This design comes from an exercise in tuning for small area, a short achievable clock period and few clock cycles on the open sky130 flow, not from production work.
In this exercise RTL edits were held to simulation tests only and were not proved equivalent to the original.
No activity file was given, so power comes from the tool's default toggle rates.

Setup of run a:
Design dram_responder, start of the top module:
module dram_responder (
    input  logic       clk,
    input  logic       rst,
    input  logic [7:0] dram_addr,
    input  logic [7:0] dram_din,
    input  logic       dram_write,
    output logic [7:0] dram_dout,
    input  logic       cpu_idle,
    output logic       host_busy,
    input  logic [7:0] host_in_data,
    input  logic       host_in_valid,
    output logic       host_in_ready,
    output logic [7:0] host_out_data,
    output logic       host_out_valid,
    input  logic       host_out_ready,
    output logic       cmd_err
);
export LEC_CHECK = 0
export CAP_MARGIN = 20
export CORE_MARGIN = 2
export CORE_UTILIZATION = 60
export CTS_CLUSTER_DIAMETER = 100
export CTS_CLUSTER_SIZE = 30
export PLACE_DENSITY = 0.7
export SETUP_SLACK_MARGIN = 2.5
export SLEW_MARGIN = 20
export SYNTH_HIERARCHICAL = 1
export SYNTH_MINIMUM_KEEP_SIZE = 0
export TNS_END_PERCENT = 100
create_clock -name core_clock -period 5.5 [get_ports {clk}]
standard.sh (not shown) runs the stock make flow with config.mk's settings and CLKGATE_MAP_FILE= SYNTH_SCRIPT=/design/flow/synth_recipe.tcl, a recipe that flattens the netlist after the stock synthesis.
==> flow/flow/run.sh <==
#!/bin/bash
# The standard layout (standard.sh, with the standard synthesis), except
# that the input and output port buffers are plain buffers
# (sky130_fd_sc_hd__buf_4) instead of the delay cell buffer_ports picks by
# default. Every port still gets its own buffer.
set -euo pipefail
bash standard.sh "BUFFER_PORTS_ARGS=-buffer_cell sky130_fd_sc_hd__buf_4" finish > standard.log 2>&1
Testbench counts of run a, summed over its fixed seeds: cycles 22,524.
Relative to run a, the following input files were edited for run b:
# run a
export LEC_CHECK = 0
export CAP_MARGIN = 20
export CORE_MARGIN = 2
export CORE_UTILIZATION = 60
export CTS_CLUSTER_DIAMETER = 100
export CTS_CLUSTER_SIZE = 30
export PLACE_DENSITY = 0.7
export SETUP_SLACK_MARGIN = 2.5
export SLEW_MARGIN = 20
export SYNTH_HIERARCHICAL = 1
export SYNTH_MINIMUM_KEEP_SIZE = 0
export TNS_END_PERCENT = 100
create_clock -name core_clock -period 5.5 [get_ports {clk}]
# run b
export LEC_CHECK = 0
export CAP_MARGIN = 20
export CORE_MARGIN = 2
export CORE_UTILIZATION = 60
export PLACE_DENSITY = 0.7
export SETUP_SLACK_MARGIN = 2.5
export SLEW_MARGIN = 20
export SYNTH_HIERARCHICAL = 1
export SYNTH_MINIMUM_KEEP_SIZE = 0
export TNS_END_PERCENT = 100
create_clock -name core_clock -period 5.5 [get_ports {clk}]
==> results.txt <==
Run a has lower routed wire length than run b. Against run a, run b comes in 3.4 points lower on fraction of area in registers. All of run a and run b finish clean. In the tables for run a and run b, layout overhead on the synthesized area reads lower with run a. Clock power share in run b is 13 points above run a. Run b against run a; power is up by more than 10%. Comparing run a and run b, fmax is lower on run a. Diff run a -> run b | final standard cell count with taps included and fillers excluded | increase of 3.6%. Comparing run a against run b, there is no change at all in number of flip-flops and latches. Run a -> run b: height of the chip delta 0, exact match. Between run a and run b, the flow reports clock-buffer cell count increasing by more than 100%. Run b vs run a, critical path's slowest cell: sky130_fd_sc_hd__a32oi_4 vs sky130_fd_sc_hd__buf_6.


== v38 ==
The RTL this note starts from:
==> flow/design.v <==
package dram_responder_pkg;
    localparam logic [7:0] HOST_CMD_LOAD = 8'h01;
    localparam logic [7:0] HOST_CMD_DUMP = 8'h02;
    typedef enum logic [2:0] {
        S_CMD,
        S_ADDR,
        S_LEN,
        S_LOAD,
        S_DUMP_RD,
        S_DUMP_TX
    } host_state_e;
    function automatic logic [8:0] len_to_cnt(input logic [7:0] len);
        len_to_cnt = (len == 8'd0) ? 9'd256 : {1'b0, len};
    endfunction
endpackage
module dram_responder_sp_sram (
    input  logic       clk,
    input  logic       rst,
    input  logic        we_i,
    input  logic        rsel_i,
    input  logic        wsel_i,
    input  logic [7:0]  caddr_i,
    input  logic [15:0] plo_i,
    input  logic [15:0] phi_i,
    input  logic [7:0]  wdata_i,
    input  logic       re_i,
    output logic [7:0] rdata_o
);
    logic [15:0] lo_n, hi_n, wlo_n, whi_n;
    dram_responder_pdec  u_dec_lo  (.a_i(caddr_i[3:0]), .p_i(plo_i), .sel_i(rsel_i), .y_no(lo_n));
    dram_responder_pdec  u_dec_hi  (.a_i(caddr_i[7:4]), .p_i(phi_i), .sel_i(rsel_i), .y_no(hi_n));
    dram_responder_pdece u_dec_wlo (.a_i(caddr_i[3:0]), .p_i(plo_i), .sel_i(wsel_i), .en_i(we_i),
                                    .y_no(wlo_n));
    dram_responder_pdece u_dec_whi (.a_i(caddr_i[7:4]), .p_i(phi_i), .sel_i(wsel_i), .en_i(we_i),
                                    .y_no(whi_n));
    logic [255:0] rsel, wen;
    logic [7:0]   mem_q [256];
    for (genvar i = 0; i < 256; i++) begin : g_word
        dram_responder_nor2 u_rsel (.a(lo_n[i % 16]), .b(hi_n[i / 16]), .y(rsel[i]));
        dram_responder_nor2 u_wen  (.a(wlo_n[i % 16]), .b(whi_n[i / 16]), .y(wen[i]));
        always_ff @(posedge clk) begin
            if (wen[i]) mem_q[i] <= wdata_i;
        end
    end
    logic [7:0] rd_n;
    for (genvar b = 0; b < 8; b++) begin : g_bit
        logic [31:0] t1;
        logic [15:0] t2_n;
        logic [7:0]  t3;
        logic [3:0]  t4_n;
        logic [1:0]  t5;
        for (genvar i = 0; i < 32; i++) begin : g_t1
            dram_responder_ao8 u (
                .w({mem_q[8*i+7][b], mem_q[8*i+6][b], mem_q[8*i+5][b], mem_q[8*i+4][b],
                    mem_q[8*i+3][b], mem_q[8*i+2][b], mem_q[8*i+1][b], mem_q[8*i][b]}),
                .s(rsel[8*i +: 8]), .y(t1[i]));
        end
        for (genvar i = 0; i < 16; i++) begin : g_t2
            dram_responder_nor2 u (.a(t1[2*i]), .b(t1[2*i+1]), .y(t2_n[i]));
        end
        for (genvar i = 0; i < 8; i++) begin : g_t3
            dram_responder_nand2 u (.a(t2_n[2*i]), .b(t2_n[2*i+1]), .y(t3[i]));
        end
        for (genvar i = 0; i < 4; i++) begin : g_t4
            dram_responder_nor2 u (.a(t3[2*i]), .b(t3[2*i+1]), .y(t4_n[i]));
        end
        for (genvar i = 0; i < 2; i++) begin : g_t5
            dram_responder_nand2 u (.a(t4_n[2*i]), .b(t4_n[2*i+1]), .y(t5[i]));
        end
        dram_responder_nor2 u_t6 (.a(t5[0]), .b(t5[1]), .y(rd_n[b]));
    end
    logic [7:0] rdata_q;
    always_ff @(posedge clk or posedge rst) begin
        if (rst) begin
            rdata_q <= '0;
        end else if (re_i) begin
            rdata_q <= ~rd_n;
        end
    end
    assign rdata_o = rdata_q;
endmodule
module dram_responder_pdec (
    input  logic [3:0]  a_i,
    input  logic [15:0] p_i,
    input  logic        sel_i,
    output logic [15:0] y_no
);
    always_comb begin
        for (int k = 0; k < 16; k++) y_no[k] = !(sel_i ? p_i[k] : (a_i == 4'(k)));
    end
endmodule
module dram_responder_pdece (
    input  logic [3:0]  a_i,
    input  logic [15:0] p_i,
    input  logic        sel_i,
    input  logic        en_i,
    output logic [15:0] y_no
);
    always_comb begin
        for (int k = 0; k < 16; k++) y_no[k] = !(en_i && (sel_i ? p_i[k] : (a_i == 4'(k))));
    end
endmodule
module dram_responder_nor2 (
    input  logic a, b,
    output logic y
);
    assign y = !(a || b);
endmodule
module dram_responder_ao8 (
    input  logic [7:0] w,
    input  logic [7:0] s,
    output logic       y
);
    assign y = |(w & s);
endmodule
module dram_responder_nand2 (
    input  logic a, b,
    output logic y
);
    assign y = !(a && b);
endmodule
module dram_responder (
    input  logic       clk,
    input  logic       rst,
    input  logic [7:0] dram_addr,
    input  logic [7:0] dram_din,
    input  logic       dram_write,
    output logic [7:0] dram_dout,
    input  logic       cpu_idle,
    output logic       host_busy,
    input  logic [7:0] host_in_data,
    input  logic       host_in_valid,
    output logic       host_in_ready,
    output logic [7:0] host_out_data,
    output logic       host_out_valid,
    input  logic       host_out_ready,
    output logic       cmd_err
);
    logic       busy_q, s_addr_q, s_len_q, s_load_q, s_dump_q;
    logic       rdy_q;       
    logic       dump_q;      
    logic       last_q;      
    logic [7:0] ptr_q;       
    logic [15:0] plo_q, phi_q;   
    logic [7:0] cnt_q;       
    logic       stall_q, err_q;
    logic       busy_a_q, idle_w_q;
    logic in_ready, in_fire, out_fire, cmd_ok, is_dump, stall, step, fin;
    logic [7:0] cnt_dec;
    assign in_ready = (cpu_idle && !busy_q) || rdy_q;
    assign in_fire  = host_in_valid && in_ready;
    assign out_fire = s_dump_q && host_out_ready;
    assign is_dump  = (host_in_data == dram_responder_pkg::HOST_CMD_DUMP);
    assign cmd_ok   = (host_in_data == dram_responder_pkg::HOST_CMD_LOAD) || is_dump;
    assign stall    = !busy_q && host_in_valid && !cpu_idle;
    assign cnt_dec  = cnt_q - 8'd1;
    assign step     = (s_load_q && host_in_valid) || out_fire;
    assign fin      = last_q && step;
    always_ff @(posedge clk or posedge rst) begin
        if (rst) begin
            busy_q   <= 1'b0;
            s_addr_q <= 1'b0;
            s_len_q  <= 1'b0;
            s_load_q <= 1'b0;
            s_dump_q <= 1'b0;
            rdy_q    <= 1'b0;
            stall_q  <= 1'b0;
            err_q    <= 1'b0;
        end else begin
            stall_q <= stall;
            err_q   <= (!busy_q && in_fire && !cmd_ok) || (stall && !stall_q) || (busy_q && dram_write);
            if (!busy_q) begin
                if (in_fire && cmd_ok) begin
                    busy_q   <= 1'b1;
                    s_addr_q <= 1'b1;
                    rdy_q    <= 1'b1;
                end
            end else if (s_addr_q) begin
                if (host_in_valid) begin
                    s_addr_q <= 1'b0;
                    s_len_q  <= 1'b1;
                end
            end else if (s_len_q) begin
                if (host_in_valid) begin
                    s_len_q  <= 1'b0;
                    s_load_q <= !dump_q;
                    s_dump_q <= dump_q;
                    rdy_q    <= !dump_q;
                end
            end else if (fin) begin
                busy_q   <= 1'b0;
                s_load_q <= 1'b0;
                s_dump_q <= 1'b0;
                rdy_q    <= 1'b0;
            end
        end
    end
    logic [7:0] ptr_d;
    always_comb begin
        ptr_d = ptr_q;
        if (s_addr_q && host_in_valid) begin
            ptr_d = host_in_data;
        end else if (step || (s_len_q && host_in_valid && dump_q)) begin
            ptr_d = ptr_q + 8'd1;
        end
    end
    logic busy_d;
    always_comb begin
        busy_d = busy_q;
        if (!busy_q) busy_d = in_fire && cmd_ok;
        else if (!s_addr_q && !s_len_q && fin) busy_d = 1'b0;
    end
    always_ff @(posedge clk) begin
        busy_a_q <= busy_d;
        idle_w_q <= !busy_d;
        if (!busy_q) begin
            dump_q <= is_dump;
        end
        ptr_q <= ptr_d;
        plo_q <= 16'b1 << ptr_d[3:0];
        phi_q <= 16'b1 << ptr_d[7:4];
        if (s_len_q && host_in_valid) begin
            cnt_q  <= host_in_data;
            last_q <= (host_in_data == 8'd1);
        end else if (step) begin
            cnt_q  <= cnt_dec;
            last_q <= (cnt_dec == 8'd1);
        end
    end
    logic       mem_we, mem_re;
    logic [7:0] mem_wdata, mem_rdata;
    assign mem_we    = idle_w_q ? dram_write : (s_load_q && host_in_valid);
    assign mem_wdata = idle_w_q ? dram_din : host_in_data;
    assign mem_re    = !s_dump_q || host_out_ready;
    dram_responder_sp_sram u_ram (
        .clk    (clk),
        .rst    (rst),
        .we_i   (mem_we),
        .rsel_i (busy_a_q),
        .wsel_i (!idle_w_q),
        .caddr_i(dram_addr),
        .plo_i  (plo_q),
        .phi_i  (phi_q),
        .wdata_i(mem_wdata),
        .re_i   (mem_re),
        .rdata_o(mem_rdata)
    );
    assign dram_dout      = mem_rdata;
    assign host_out_data  = mem_rdata;
    assign host_out_valid = s_dump_q;
    assign host_in_ready  = in_ready;
    assign host_busy      = busy_q;
    assign cmd_err        = err_q;
endmodule
==> flow/config.mk <==
export PLATFORM = sky130hd
export DESIGN_NAME = dram_responder
export DESIGN_NICKNAME = dram_responder
export VERILOG_FILES = /design/flow/design.v
export SDC_FILE = /design/flow/constraint.sdc
export NUM_CORES = 4
export LEC_CHECK = 0
export CAP_MARGIN = 20
export CORE_MARGIN = 2
export CORE_UTILIZATION = 72
export PLACE_DENSITY = 0.82
export SETUP_SLACK_MARGIN = 2.5
export SLEW_MARGIN = 20
export SYNTH_HIERARCHICAL = 1
export SYNTH_MINIMUM_KEEP_SIZE = 0
export TNS_END_PERCENT = 5
==> flow/constraint.sdc <==
create_clock -name core_clock -period 5.5 [get_ports {clk}]
set_input_delay 1.1000 -clock core_clock [delete_from_list [all_inputs] [get_ports {clk}]]
set_output_delay 1.1000 -clock core_clock [all_outputs]
set_load 0.01 [all_outputs]
Scripts as last shown in full above: flow/flow/run.sh
v38 finished every step from synthesis to the final layout, and the layout passed the timing, DRC and antenna checks.
Testbench counts of v38, summed over its fixed seeds: cycles 22,524.
For v11, these inputs were changed with respect to v38:
- a change of PLACE_DENSITY from 0.82 to 0.7
- a change of CORE_UTILIZATION from 72 to 60
Notes after the runs:
For the leakage dissipation, v11 came in about 0.44% lower than v38 did. v11 gives less initial core utilization than v38 did. v11 vs v38: count of clock-net buffers in the final layout up slightly. Delta(combinational power, v11 - v38) < 0. First-iteration DRC count down 2323 in v11 wrt v38. On number of fillers in the final layout: v11 sits above v38. Diff v38..v11 | summed instance area of the synthesized netlist | unchanged. Between v11 and v38, the cell area figures differ only marginally. Summary — worst setup slack, v11 relative to v38: lower, by 33 ps.

==> port drivers added, routing unchanged <==
In the flow no input, the clock included, has a driving cell. The finished layouts below were timed again as built, in two steps. Step 1 sets driving cells, clkbuf_16 on the clock port and buf_2 on the other inputs (assumed; they add their load-dependent delay and slew). Step 2 adds t to the input delays and takes it off the output delays; t is the mean of the earliest and latest rising clock arrival at the registers after step 1. Input paths then give back, and output paths get back, about the clock's delay inside the block. a / b / c = ideal ports / drivers / drivers and shift; a / b = the first two.
run	shift t [ns]	setup slack, ns	latest minus earliest clock arrival (ns)	cell pins on the clock port's net
run a	0.820	2.492 / 2.443 / 1.709	0.037 / 0.038	1
run b	0.911	2.504 / 2.462 / 1.629	0.034 / 0.034	1
v38	0.873	2.310 / 2.219 / 1.347	0.047 / 0.047	1
v11	0.885	2.277 / 2.260 / 1.376	0.039 / 0.039	1
After both steps every run listed still meets setup and hold. For v38, which loses most, drivers alone change the setup slack by -0.091 ns; drivers and shift together by -0.963 ns.
